Context: an optimization exercise on an open-source flow, tuned for small area. The choices shown serve that exercise and are no tape-out recipe. Only simulation tests tie the RTL to the original design; equivalence was not proved. Power figures rest on the tool's default switching activity, not on a simulated workload.

==> inputs of willow <==
==> flow/design.v <==
package pcie_app_pkg;
  localparam int DATA_W      = 64;
  localparam int KEEP_W      = DATA_W / 8;
  localparam int REG_ADDR_W  = 10;
  localparam int USER_ADDR_W = 9;
  localparam logic [31:0] DESIGN_ID = 32'hA5E0_0101;
  localparam logic [7:0] FMT_TYPE_MRD32 = 8'h00;
  localparam logic [7:0] FMT_TYPE_MWR32 = 8'h40;
  localparam logic [7:0] FMT_TYPE_CPLD  = 8'h4A;
  typedef union packed {
    struct packed {
      logic [15:0] rid;
      logic [7:0]  tag;
      logic [3:0]  last_be;
      logic [3:0]  first_be;
      logic [7:0]  fmt_type;
      logic        rsvd0;
      logic [2:0]  tc;
      logic [3:0]  rsvd1;
      logic        td;
      logic        ep;
      logic [1:0]  attr;
      logic [1:0]  rsvd2;
      logic [9:0]  length;
    } hdr;
    struct packed {
      logic [31:0] data;
      logic [29:0] addr;
      logic [1:0]  addr_rsvd;
    } ad;
  } tlp_beat_u;
endpackage
`timescale 1ns/100ps
import pcie_app_pkg::*;
module pcie_app
#(
  parameter int NUM_REGS = 16
)
(
  input  logic                   pcie_core_clk_i,
  input  logic                   rst_n_i,
  input  logic                   s_axis_tx_tready_i,
  output logic [DATA_W-1:0]      s_axis_tx_tdata_o,
  output logic [KEEP_W-1:0]      s_axis_tx_tkeep_o,
  output logic                   s_axis_tx_tlast_o,
  output logic                   s_axis_tx_tvalid_o,
  input  logic [DATA_W-1:0]      m_axis_rx_tdata_i,
  input  logic                   m_axis_rx_tlast_i,
  input  logic                   m_axis_rx_tvalid_i,
  output logic                   m_axis_rx_tready_o,
  input  logic [7:0]             cfg_bus_number_i,
  input  logic [4:0]             cfg_device_number_i,
  input  logic [2:0]             cfg_function_number_i,
  output logic [31:0]            user_data_o,
  output logic [USER_ADDR_W-1:0] user_addr_o,
  output logic                   user_wr_req_o,
  input  logic [31:0]            user_data_i,
  input  logic                   user_rd_ack_i,
  output logic                   user_rd_req_o
);
  function automatic int bits_for(input int n);
    bits_for = 1;
    while ((1 << bits_for) < n)
      bits_for++;
  endfunction
  localparam int NR = NUM_REGS - 1;         
  localparam int PW = bits_for(NUM_REGS);   
  localparam logic [2:0] ST_CLR  = 3'd0;   
  localparam logic [2:0] ST_IDLE = 3'd1;   
  localparam logic [2:0] ST_DISC = 3'd2;   
  localparam logic [2:0] ST_WR   = 3'd3;   
  localparam logic [2:0] ST_RD   = 3'd4;   
  localparam logic [2:0] ST_CPL0 = 3'd5;   
  localparam logic [2:0] ST_CPL1 = 3'd6;   
  function automatic logic [31:0] dw_swap(input logic [31:0] dw);
    dw_swap = {dw[7:0], dw[15:8], dw[23:16], dw[31:24]};
  endfunction
  logic [2:0]       st_q;
  logic [PW-1:0]    pos_q;
  logic [NR*32-1:0] ring_q;
  logic [31:0]      ring_out;
  logic [31:0]      ring_in;
  logic [31:0]      val_q;      
  logic [31:0]      val_src;
  logic [2:0]       tc_q;
  logic [1:0]       attr_q;
  logic [15:0]      rid_q;
  logic [7:0]       tag_q;
  logic [63:0] d;
  logic [9:0]  a;
  logic        vld;
  logic        a_user;
  logic        a_reg;
  logic        a_here;
  logic        hdr_ok;
  logic        wr_now;
  assign d      = m_axis_rx_tdata_i;
  assign a      = d[11:2];
  assign vld    = m_axis_rx_tvalid_i;
  assign a_user = a[9];
  assign a_reg  = !a[9] && (a != 10'd0) && (a < 10'(NUM_REGS));
  assign a_here = (a[PW-1:0] == pos_q);
  assign hdr_ok = ((d[31:24] == FMT_TYPE_MRD32) || (d[31:24] == FMT_TYPE_MWR32)) &&
                  (d[9:0] == 10'd1);
  assign ring_out = ring_q[NR*32-1 -: 32];
  assign wr_now   = (st_q == ST_WR) && vld && a_reg && a_here;
  always_comb
  begin
    if (st_q == ST_CLR)
      ring_in = '0;
    else if (wr_now)
      ring_in = dw_swap(d[63:32]);
    else
      ring_in = ring_out;
  end
  generate
    if (NR > 1)
    begin : g_ring
      always_ff @(posedge pcie_core_clk_i)
        ring_q <= {ring_q[NR*32-33:0], ring_in};
    end
    else
    begin : g_word
      always_ff @(posedge pcie_core_clk_i)
        ring_q <= ring_in;
    end
  endgenerate
  always_ff @(posedge pcie_core_clk_i or negedge rst_n_i)
  begin
    if (!rst_n_i)
    begin
      st_q  <= ST_CLR;
      pos_q <= PW'(1);
    end
    else
    begin
      pos_q <= (pos_q == PW'(NR)) ? PW'(1) : pos_q + PW'(1);
      case (st_q)
        ST_CLR:
          if (pos_q == PW'(NR))
            st_q <= ST_IDLE;
        ST_IDLE:
          if (vld && !m_axis_rx_tlast_i)
            st_q <= !hdr_ok ? ST_DISC : d[30] ? ST_WR : ST_RD;
        ST_DISC:
          if (vld && m_axis_rx_tlast_i)
            st_q <= ST_IDLE;
        ST_WR:
          if (vld && (!a_reg || a_here))
            st_q <= ST_IDLE;
        ST_RD:
          if (vld && (a_user ? user_rd_ack_i : (!a_reg || a_here)))
            st_q <= ST_CPL0;
        ST_CPL0:
          if (s_axis_tx_tready_i)
            st_q <= ST_CPL1;
        ST_CPL1:
          if (s_axis_tx_tready_i)
            st_q <= ST_IDLE;
        default:
          st_q <= ST_IDLE;
      endcase
    end
  end
  always_comb
  begin
    if (a_user)
      val_src = user_data_i;
    else if (a_reg)
      val_src = ring_out;
    else if (a == 10'd0)
      val_src = DESIGN_ID;
    else
      val_src = '0;
  end
  always_ff @(posedge pcie_core_clk_i)
  begin
    if (st_q == ST_IDLE)
    begin
      tc_q   <= d[22:20];
      attr_q <= d[13:12];
      rid_q  <= d[63:48];
      tag_q  <= d[47:40];
    end
    if (st_q == ST_RD)
      val_q <= dw_swap(val_src);
  end
  assign m_axis_rx_tready_o = (st_q == ST_IDLE) || (st_q == ST_DISC) ||
                              ((st_q == ST_WR) && (!a_reg || a_here)) ||
                              ((st_q == ST_CPL1) && s_axis_tx_tready_i);
  assign user_wr_req_o = (st_q == ST_WR) && vld && a_user;
  assign user_rd_req_o = (st_q == ST_RD) && vld && a_user;
  assign user_addr_o   = a[USER_ADDR_W-1:0];
  assign user_data_o   = dw_swap(d[63:32]);
  assign s_axis_tx_tvalid_o = (st_q == ST_CPL0) || (st_q == ST_CPL1);
  assign s_axis_tx_tlast_o  = (st_q == ST_CPL1);
  assign s_axis_tx_tkeep_o  = '1;
  assign s_axis_tx_tdata_o  = (st_q == ST_CPL1) ?
    {val_q, rid_q, tag_q, 1'b0, a[4:0], 2'b00} :
    {cfg_bus_number_i, cfg_device_number_i, cfg_function_number_i, 3'b000, 1'b0, 12'd4,
     FMT_TYPE_CPLD, 1'b0, tc_q, 4'b0000, 2'b00, attr_q, 2'b00, 10'd1};
endmodule
==> flow/run.sh <==
#!/bin/bash
# synth_recipe.tcl (not shown) runs the flow's synth.tcl, then flattens the netlist and writes it again
# the make line also repeats each setting of config.mk as NAME=value (left out here)
make -C /OpenROAD-flow-scripts/flow DESIGN_CONFIG=/design/flow/config.mk WORK_HOME=/design/flow/orfs CLKGATE_MAP_FILE= SYNTH_SCRIPT=/design/flow/synth_recipe.tcl finish
==> flow/config.mk <==
export PLATFORM = sky130hd
export DESIGN_NAME = pcie_app
export DESIGN_NICKNAME = pcie_app
export VERILOG_FILES = /design/flow/design.v
export SDC_FILE = /design/flow/constraint.sdc
export NUM_CORES = 4
export LEC_CHECK = 0
export CAP_MARGIN = 20
export CORE_MARGIN = 2
export CORE_UTILIZATION = 40
export CTS_BUF_LIST = sky130_fd_sc_hd__clkbuf_8
export CTS_CLUSTER_SIZE = 30
export SLEW_MARGIN = 20
==> flow/constraint.sdc <==
create_clock -name core_clock -period 4.0 [get_ports {pcie_core_clk_i}]
set_input_delay 0.8000 -clock core_clock [delete_from_list [all_inputs] [get_ports {pcie_core_clk_i}]]
set_output_delay 0.8000 -clock core_clock [all_outputs]
set_load 0.01 [all_outputs]
==> umber (differences from willow) <==
==> flow/design.v, changed modules only <==
module pcie_app
#(
  parameter int NUM_REGS = 16
)
(
  input  logic                   pcie_core_clk_i,
  input  logic                   rst_n_i,
  input  logic                   s_axis_tx_tready_i,
  output logic [DATA_W-1:0]      s_axis_tx_tdata_o,
  output logic [KEEP_W-1:0]      s_axis_tx_tkeep_o,
  output logic                   s_axis_tx_tlast_o,
  output logic                   s_axis_tx_tvalid_o,
  input  logic [DATA_W-1:0]      m_axis_rx_tdata_i,
  input  logic                   m_axis_rx_tlast_i,
  input  logic                   m_axis_rx_tvalid_i,
  output logic                   m_axis_rx_tready_o,
  input  logic [7:0]             cfg_bus_number_i,
  input  logic [4:0]             cfg_device_number_i,
  input  logic [2:0]             cfg_function_number_i,
  output logic [31:0]            user_data_o,
  output logic [USER_ADDR_W-1:0] user_addr_o,
  output logic                   user_wr_req_o,
  input  logic [31:0]            user_data_i,
  input  logic                   user_rd_ack_i,
  output logic                   user_rd_req_o
);
  function automatic int bits_for(input int n);
    bits_for = 1;
    while ((1 << bits_for) < n)
      bits_for++;
  endfunction
  localparam int NR = NUM_REGS - 1;         
  localparam int PW = bits_for(NUM_REGS);   
  localparam logic [2:0] ST_CLR  = 3'd0;   
  localparam logic [2:0] ST_IDLE = 3'd1;   
  localparam logic [2:0] ST_DISC = 3'd2;   
  localparam logic [2:0] ST_WR   = 3'd3;   
  localparam logic [2:0] ST_RD   = 3'd4;   
  localparam logic [2:0] ST_CPL0 = 3'd5;   
  localparam logic [2:0] ST_RDW  = 3'd6;   
  localparam logic [2:0] ST_CPL1 = 3'd7;   
  function automatic logic [31:0] dw_swap(input logic [31:0] dw);
    dw_swap = {dw[7:0], dw[15:8], dw[23:16], dw[31:24]};
  endfunction
  logic [2:0]       st_q;
  logic [PW-1:0]    pos_q;
  logic [PW-1:0]    pos_nxt;
  logic             pos_last;   
  logic [NR*32-1:0] ring_q;
  logic [31:0]      ring_out;
  logic [31:0]      ring_in;
  logic [31:0]      val_q;      
  logic [31:0]      val_src;
  logic [15:0]      rid_q;
  logic [7:0]       tag_q;
  logic [63:0] d;
  logic [9:0]  a;
  logic        vld;
  logic        a_user;
  logic        a_reg;
  logic        a_here;
  logic        hdr_ok;
  logic        wr_now;
  logic        ring_keep;
  logic        sel_cfg;
  logic        sel_usr;
  logic        sel_reg;
  logic        sel_id;
  assign d      = m_axis_rx_tdata_i;
  assign a      = d[11:2];
  assign vld    = m_axis_rx_tvalid_i;
  assign a_user = a[9];
  assign a_reg  = !a[9] && (a != 10'd0) && (a < 10'(NUM_REGS));
  assign a_here = (a[PW-1:0] == pos_q);
  assign hdr_ok = ((d[31:24] == FMT_TYPE_MRD32) || (d[31:24] == FMT_TYPE_MWR32)) &&
                  (d[9:0] == 10'd1);
  assign ring_out = ring_q[NR*32-1 -: 32];
  assign wr_now   = (st_q == ST_WR) && vld && a_reg && a_here;
  assign ring_keep = (st_q != ST_CLR) && !wr_now;
  assign ring_in   = ({32{wr_now}} & dw_swap(d[63:32])) | ({32{ring_keep}} & ring_out);
  generate
    if (NR > 1)
    begin : g_ring
      always_ff @(posedge pcie_core_clk_i)
        ring_q <= {ring_q[NR*32-33:0], ring_in};
    end
    else
    begin : g_word
      always_ff @(posedge pcie_core_clk_i)
        ring_q <= ring_in;
    end
  endgenerate
  generate
    if (NUM_REGS == 16)
    begin : g_lfsr
      assign pos_nxt  = {pos_q[2:0], pos_q[3] ^ pos_q[2]};
      assign pos_last = (pos_q == 4'b1000);
    end
    else
    begin : g_count
      assign pos_nxt  = (pos_q == PW'(NR)) ? PW'(1) : pos_q + PW'(1);
      assign pos_last = (pos_q == PW'(NR));
    end
  endgenerate
  always_ff @(posedge pcie_core_clk_i or negedge rst_n_i)
  begin
    if (!rst_n_i)
    begin
      st_q  <= ST_CLR;
      pos_q <= PW'(1);
    end
    else
    begin
      pos_q <= pos_nxt;
      case (st_q)
        ST_CLR:
          if (pos_last)
            st_q <= ST_IDLE;
        ST_IDLE:
          if (vld && !m_axis_rx_tlast_i)
            st_q <= !hdr_ok ? ST_DISC : d[30] ? ST_WR : ST_RD;
        ST_DISC:
          if (vld && m_axis_rx_tlast_i)
            st_q <= ST_IDLE;
        ST_WR:
          if (vld && (!a_reg || a_here))
            st_q <= ST_IDLE;
        ST_RD:
          if (vld)
            st_q <= ST_CPL0;
        ST_CPL0:
          if (s_axis_tx_tready_i)
            st_q <= ST_RDW;
        ST_RDW:
          if (a_user ? user_rd_ack_i : (!a_reg || a_here))
            st_q <= ST_CPL1;
        ST_CPL1:
          if (s_axis_tx_tready_i)
            st_q <= ST_IDLE;
        default:
          st_q <= ST_IDLE;
      endcase
    end
  end
  assign sel_cfg = (st_q == ST_IDLE);
  assign sel_usr = !sel_cfg && a_user;
  assign sel_reg = !sel_cfg && a_reg;
  assign sel_id  = !sel_cfg && (a == 10'd0);
  assign val_src = ({32{sel_cfg}} & {cfg_bus_number_i, cfg_device_number_i, cfg_function_number_i,
                                     d[22:20], d[13:12], 11'h004}) |
                   ({32{sel_usr}} & dw_swap(user_data_i)) |
                   ({32{sel_reg}} & dw_swap(ring_out)) |
                   ({32{sel_id}}  & dw_swap(DESIGN_ID));
  always_ff @(posedge pcie_core_clk_i)
  begin
    if (st_q == ST_IDLE)
    begin
      rid_q  <= d[63:48];
      tag_q  <= d[47:40];
    end
    if ((st_q == ST_IDLE) || (st_q == ST_RDW))
      val_q <= val_src;
  end
  assign m_axis_rx_tready_o = (st_q == ST_IDLE) || (st_q == ST_DISC) ||
                              ((st_q == ST_WR) && (!vld || !a_reg || a_here)) ||
                              ((st_q == ST_CPL1) && s_axis_tx_tready_i);
  assign user_wr_req_o = (st_q == ST_WR) && vld && a_user;
  assign user_rd_req_o = (st_q == ST_RDW) && a_user;
  assign user_addr_o   = a[USER_ADDR_W-1:0];
  assign user_data_o   = dw_swap(d[63:32]);
  assign s_axis_tx_tvalid_o = (st_q == ST_CPL0) || (st_q == ST_CPL1);
  assign s_axis_tx_tlast_o  = (st_q == ST_CPL1);
  assign s_axis_tx_tkeep_o  = '1;
  assign s_axis_tx_tdata_o  = (st_q == ST_CPL1) ?
    {val_q, rid_q, tag_q, 1'b0, a[4:0], 2'b00} :
    {val_q[31:16], 5'b00000, val_q[10:0],
     FMT_TYPE_CPLD, 1'b0, val_q[15:13], 4'b0000, 2'b00, val_q[12:11], 2'b00, 10'd1};
endmodule
==> flow/flow/run.sh (new file) <==
#!/bin/bash
# Standard ORFS layout with smaller port buffers and a leaner clock tree.
set -euo pipefail
export BUFFER_PORTS_ARGS="-buffer_cell sky130_fd_sc_hd__buf_1"
export CTS_ARGS="-sink_clustering_enable -repair_clock_nets -dont_use_dummy_load -buf_list sky130_fd_sc_hd__clkbuf_4 -sink_clustering_size 12 -sink_clustering_max_diameter 40"
bash standard.sh > standard.log 2>&1
==> flow/standard.sh (new file) <==
#!/bin/bash
# synth_recipe.tcl (not shown) runs the flow's synth.tcl, then flattens the netlist and writes it again
# the make line also repeats each setting of config.mk as NAME=value (left out here)
make -C /OpenROAD-flow-scripts/flow DESIGN_CONFIG=/design/flow/config.mk WORK_HOME=/design/flow/orfs CLKGATE_MAP_FILE= SYNTH_SCRIPT=/design/flow/synth_recipe.tcl "${@:-finish}"
Settings changed: CAP_MARGIN 20 to 0, CORE_UTILIZATION 40 to 60, CTS_BUF_LIST sky130_fd_sc_hd__clkbuf_8 to default, CTS_CLUSTER_SIZE 30 to default, SLEW_MARGIN 20 to 0.
removed: flow/run.sh
==> xenon (differences from willow) <==
==> flow/design.v, changed modules only <==
module pcie_app
#(
  parameter int NUM_REGS = 16
)
(
  input  logic                   pcie_core_clk_i,
  input  logic                   rst_n_i,
  input  logic                   s_axis_tx_tready_i,
  output logic [DATA_W-1:0]      s_axis_tx_tdata_o,
  output logic [KEEP_W-1:0]      s_axis_tx_tkeep_o,
  output logic                   s_axis_tx_tlast_o,
  output logic                   s_axis_tx_tvalid_o,
  input  logic [DATA_W-1:0]      m_axis_rx_tdata_i,
  input  logic                   m_axis_rx_tlast_i,
  input  logic                   m_axis_rx_tvalid_i,
  output logic                   m_axis_rx_tready_o,
  input  logic [7:0]             cfg_bus_number_i,
  input  logic [4:0]             cfg_device_number_i,
  input  logic [2:0]             cfg_function_number_i,
  output logic [31:0]            user_data_o,
  output logic [USER_ADDR_W-1:0] user_addr_o,
  output logic                   user_wr_req_o,
  input  logic [31:0]            user_data_i,
  input  logic                   user_rd_ack_i,
  output logic                   user_rd_req_o
);
  function automatic int bits_for(input int n);
    bits_for = 1;
    while ((1 << bits_for) < n)
      bits_for++;
  endfunction
  localparam int NR = NUM_REGS - 1;         
  localparam int PW = bits_for(NUM_REGS);   
  localparam logic [2:0] ST_CLR  = 3'd0;   
  localparam logic [2:0] ST_IDLE = 3'd1;   
  localparam logic [2:0] ST_DISC = 3'd2;   
  localparam logic [2:0] ST_WR   = 3'd3;   
  localparam logic [2:0] ST_RD   = 3'd4;   
  localparam logic [2:0] ST_CPL0 = 3'd5;   
  localparam logic [2:0] ST_RDW  = 3'd6;   
  localparam logic [2:0] ST_CPL1 = 3'd7;   
  function automatic logic [31:0] dw_swap(input logic [31:0] dw);
    dw_swap = {dw[7:0], dw[15:8], dw[23:16], dw[31:24]};
  endfunction
  logic [2:0]       st_q;
  logic [PW-1:0]    pos_q;
  logic [NR*32-1:0] ring_q;
  logic [31:0]      ring_out;
  logic [31:0]      ring_in;
  logic [31:0]      val_q;      
  logic [31:0]      val_src;
  logic [2:0]       tc_q;
  logic [1:0]       attr_q;
  logic [15:0]      rid_q;
  logic [7:0]       tag_q;
  logic [63:0] d;
  logic [9:0]  a;
  logic        vld;
  logic        a_user;
  logic        a_reg;
  logic        a_here;
  logic        hdr_ok;
  logic        wr_now;
  assign d      = m_axis_rx_tdata_i;
  assign a      = d[11:2];
  assign vld    = m_axis_rx_tvalid_i;
  assign a_user = a[9];
  assign a_reg  = !a[9] && (a != 10'd0) && (a < 10'(NUM_REGS));
  assign a_here = (a[PW-1:0] == pos_q);
  assign hdr_ok = ((d[31:24] == FMT_TYPE_MRD32) || (d[31:24] == FMT_TYPE_MWR32)) &&
                  (d[9:0] == 10'd1);
  assign ring_out = ring_q[NR*32-1 -: 32];
  assign wr_now   = (st_q == ST_WR) && vld && a_reg && a_here;
  assign ring_in = (st_q == ST_CLR) ? '0 : wr_now ? dw_swap(d[63:32]) : ring_out;
  generate
    if (NR > 1)
    begin : g_ring
      always_ff @(posedge pcie_core_clk_i)
        ring_q <= {ring_q[NR*32-33:0], ring_in};
    end
    else
    begin : g_word
      always_ff @(posedge pcie_core_clk_i)
        ring_q <= ring_in;
    end
  endgenerate
  always_ff @(posedge pcie_core_clk_i or negedge rst_n_i)
  begin
    if (!rst_n_i)
    begin
      st_q  <= ST_CLR;
      pos_q <= PW'(1);
    end
    else
    begin
      pos_q <= (pos_q == PW'(NR)) ? PW'(1) : pos_q + PW'(1);
      case (st_q)
        ST_CLR:
          if (pos_q == PW'(NR))
            st_q <= ST_IDLE;
        ST_IDLE:
          if (vld && !m_axis_rx_tlast_i)
            st_q <= !hdr_ok ? ST_DISC : d[30] ? ST_WR : ST_RD;
        ST_DISC:
          if (vld && m_axis_rx_tlast_i)
            st_q <= ST_IDLE;
        ST_WR:
          if (vld && (!a_reg || a_here))
            st_q <= ST_IDLE;
        ST_RD:
          if (vld)
            st_q <= ST_CPL0;
        ST_CPL0:
          if (s_axis_tx_tready_i)
            st_q <= ST_RDW;
        ST_RDW:
          if (a_user ? user_rd_ack_i : (!a_reg || a_here))
            st_q <= ST_CPL1;
        ST_CPL1:
          if (s_axis_tx_tready_i)
            st_q <= ST_IDLE;
        default:
          st_q <= ST_IDLE;
      endcase
    end
  end
  assign val_src = (st_q == ST_IDLE) ?
                     {cfg_bus_number_i, cfg_device_number_i, cfg_function_number_i, 16'h0004} :
                   a_user          ? dw_swap(user_data_i) :
                   a_reg           ? dw_swap(ring_out) :
                   (a == 10'd0)    ? dw_swap(DESIGN_ID) : '0;
  always_ff @(posedge pcie_core_clk_i)
  begin
    if (st_q == ST_IDLE)
    begin
      tc_q   <= d[22:20];
      attr_q <= d[13:12];
      rid_q  <= d[63:48];
      tag_q  <= d[47:40];
    end
    if ((st_q == ST_IDLE) || (st_q == ST_RDW))
      val_q <= val_src;
  end
  assign m_axis_rx_tready_o = (st_q == ST_IDLE) || (st_q == ST_DISC) ||
                              ((st_q == ST_WR) && (!a_reg || a_here)) ||
                              ((st_q == ST_CPL1) && s_axis_tx_tready_i);
  assign user_wr_req_o = (st_q == ST_WR) && vld && a_user;
  assign user_rd_req_o = (st_q == ST_RDW) && a_user;
  assign user_addr_o   = a[USER_ADDR_W-1:0];
  assign user_data_o   = dw_swap(d[63:32]);
  assign s_axis_tx_tvalid_o = (st_q == ST_CPL0) || (st_q == ST_CPL1);
  assign s_axis_tx_tlast_o  = (st_q == ST_CPL1);
  assign s_axis_tx_tkeep_o  = '1;
  assign s_axis_tx_tdata_o  = (st_q == ST_CPL1) ?
    {val_q, rid_q, tag_q, 1'b0, a[4:0], 2'b00} :
    {val_q, FMT_TYPE_CPLD, 1'b0, tc_q, 4'b0000, 2'b00, attr_q, 2'b00, 10'd1};
endmodule
==> flow/flow/run.sh (new file) <==
#!/bin/bash
# Standard ORFS layout with smaller port buffers and a leaner clock tree.
set -euo pipefail
export BUFFER_PORTS_ARGS="-buffer_cell sky130_fd_sc_hd__buf_1"
export CTS_ARGS="-sink_clustering_enable -repair_clock_nets -dont_use_dummy_load -buf_list sky130_fd_sc_hd__clkbuf_8 -sink_clustering_size 20 -sink_clustering_max_diameter 60"
bash standard.sh > standard.log 2>&1
==> flow/standard.sh (new file) <==
#!/bin/bash
# synth_recipe.tcl (not shown) runs the flow's synth.tcl, then flattens the netlist and writes it again
# the make line also repeats each setting of config.mk as NAME=value (left out here)
make -C /OpenROAD-flow-scripts/flow DESIGN_CONFIG=/design/flow/config.mk WORK_HOME=/design/flow/orfs CLKGATE_MAP_FILE= SYNTH_SCRIPT=/design/flow/synth_recipe.tcl "${@:-finish}"
Settings changed: CORE_UTILIZATION 40 to 60, CTS_BUF_LIST sky130_fd_sc_hd__clkbuf_8 to default, CTS_CLUSTER_SIZE 30 to default.
removed: flow/run.sh
==> lagoon (differences from willow) <==
Settings changed: CTS_BUF_LIST sky130_fd_sc_hd__clkbuf_8 to sky130_fd_sc_hd__clkbuf_4, CTS_CLUSTER_SIZE 30 to default.
==> qor.log <==
INFO  detailed_routing wl_per_cell=16.00um
INFO  synth          compound_cell_area_share_of_the_yosys_netlist=0.02900
INFO  cells_and_area final.fill_count=1674
INFO  synth          synth-async-reset-ratio=0.01277
INFO  run_status     result_of_the_run=timing/DRC/antenna clean
INFO  critical_path  top_fanout_value_on_the_critical_path=22
INFO  power_and_ir_drop cellPowerDensity=615.7nW/um2
That was xenon.
==> qor.log <==
INFO  cells_and_area n_clock_buffer=56
INFO  synth          compound_cell_area_share_of_the_yosys_netlist=0.05117
INFO  critical_path  top_fanout_value_on_the_critical_path=18
INFO  cells_and_area final.fill_count=1600
INFO  power_and_ir_drop cellPowerDensity=606.3nW/um2
INFO  detailed_routing wl_per_cell=16.35um
INFO  run_status     result_of_the_run=timing/DRC/antenna clean
INFO  critical_path  setup.worst_path.end=s_axis_tx_tdata_o[47]
That was umber.
==> qor.log <==
INFO  run_status     result_of_the_run=timing/DRC/antenna clean
INFO  cells_and_area drive_gt1_frac=0.1502
INFO  global_routing grt.busiest_layer=met2
INFO  critical_path  top_fanout_value_on_the_critical_path=4
INFO  detailed_routing wl_per_cell=15.36um
INFO  power_and_ir_drop cellPowerDensity=607.6nW/um2
INFO  synth          synth-async-reset-ratio=0.01277
INFO  cells_and_area final.fill_count=2955
That was willow.
==> qor.log <==
INFO  critical_path  critPathRequiredTime=3200ps
INFO  critical_path  top_fanout_value_on_the_critical_path=4
INFO  synth          compound_cell_area_share_of_the_yosys_netlist=0.04210
INFO  power_and_ir_drop cellPowerDensity=599.7nW/um2
INFO  detailed_routing wl_per_cell=14.82um
INFO  cells_and_area final.fill_count=3025
INFO  run_status     result_of_the_run=timing/DRC/antenna clean
That was lagoon.

## port drivers added, routing unchanged
In the flow no input, the clock included, has a driving cell. The finished layouts below were timed again as built, in two steps.
Step 1, drivers: a clkbuf_16 drives pcie_core_clk_i and a buf_2 each remaining input, both assumed.
Step 2 moves the port delays by t, midway between the first and last clock arrival at a register: inputs arrive t later, outputs are due t later. That takes back most of the time a late clock gives input paths.
Three values: ideal, step 1, step 2; two values: the first two.
run	shift t [ns]	setup slack, ns	hold slack, ns	worst register clock-pin slew, ns	pins driven straight from the clock port
willow	0.625	0.332 / 0.300 / 0.300	0.310 / 0.310 / 0.310	0.07 / 0.07	1
umber	0.682	0.477 / 0.436 / 0.848	0.269 / 0.269 / 0.269	0.12 / 0.12	1
xenon	0.621	0.499 / 0.459 / 0.814	0.097 / 0.090 / 0.307	0.12 / 0.12	1
lagoon	0.761	0.328 / 0.296 / 0.296	0.281 / 0.281 / 0.281	0.07 / 0.07	1
After both steps setup and hold are still met in every run listed.
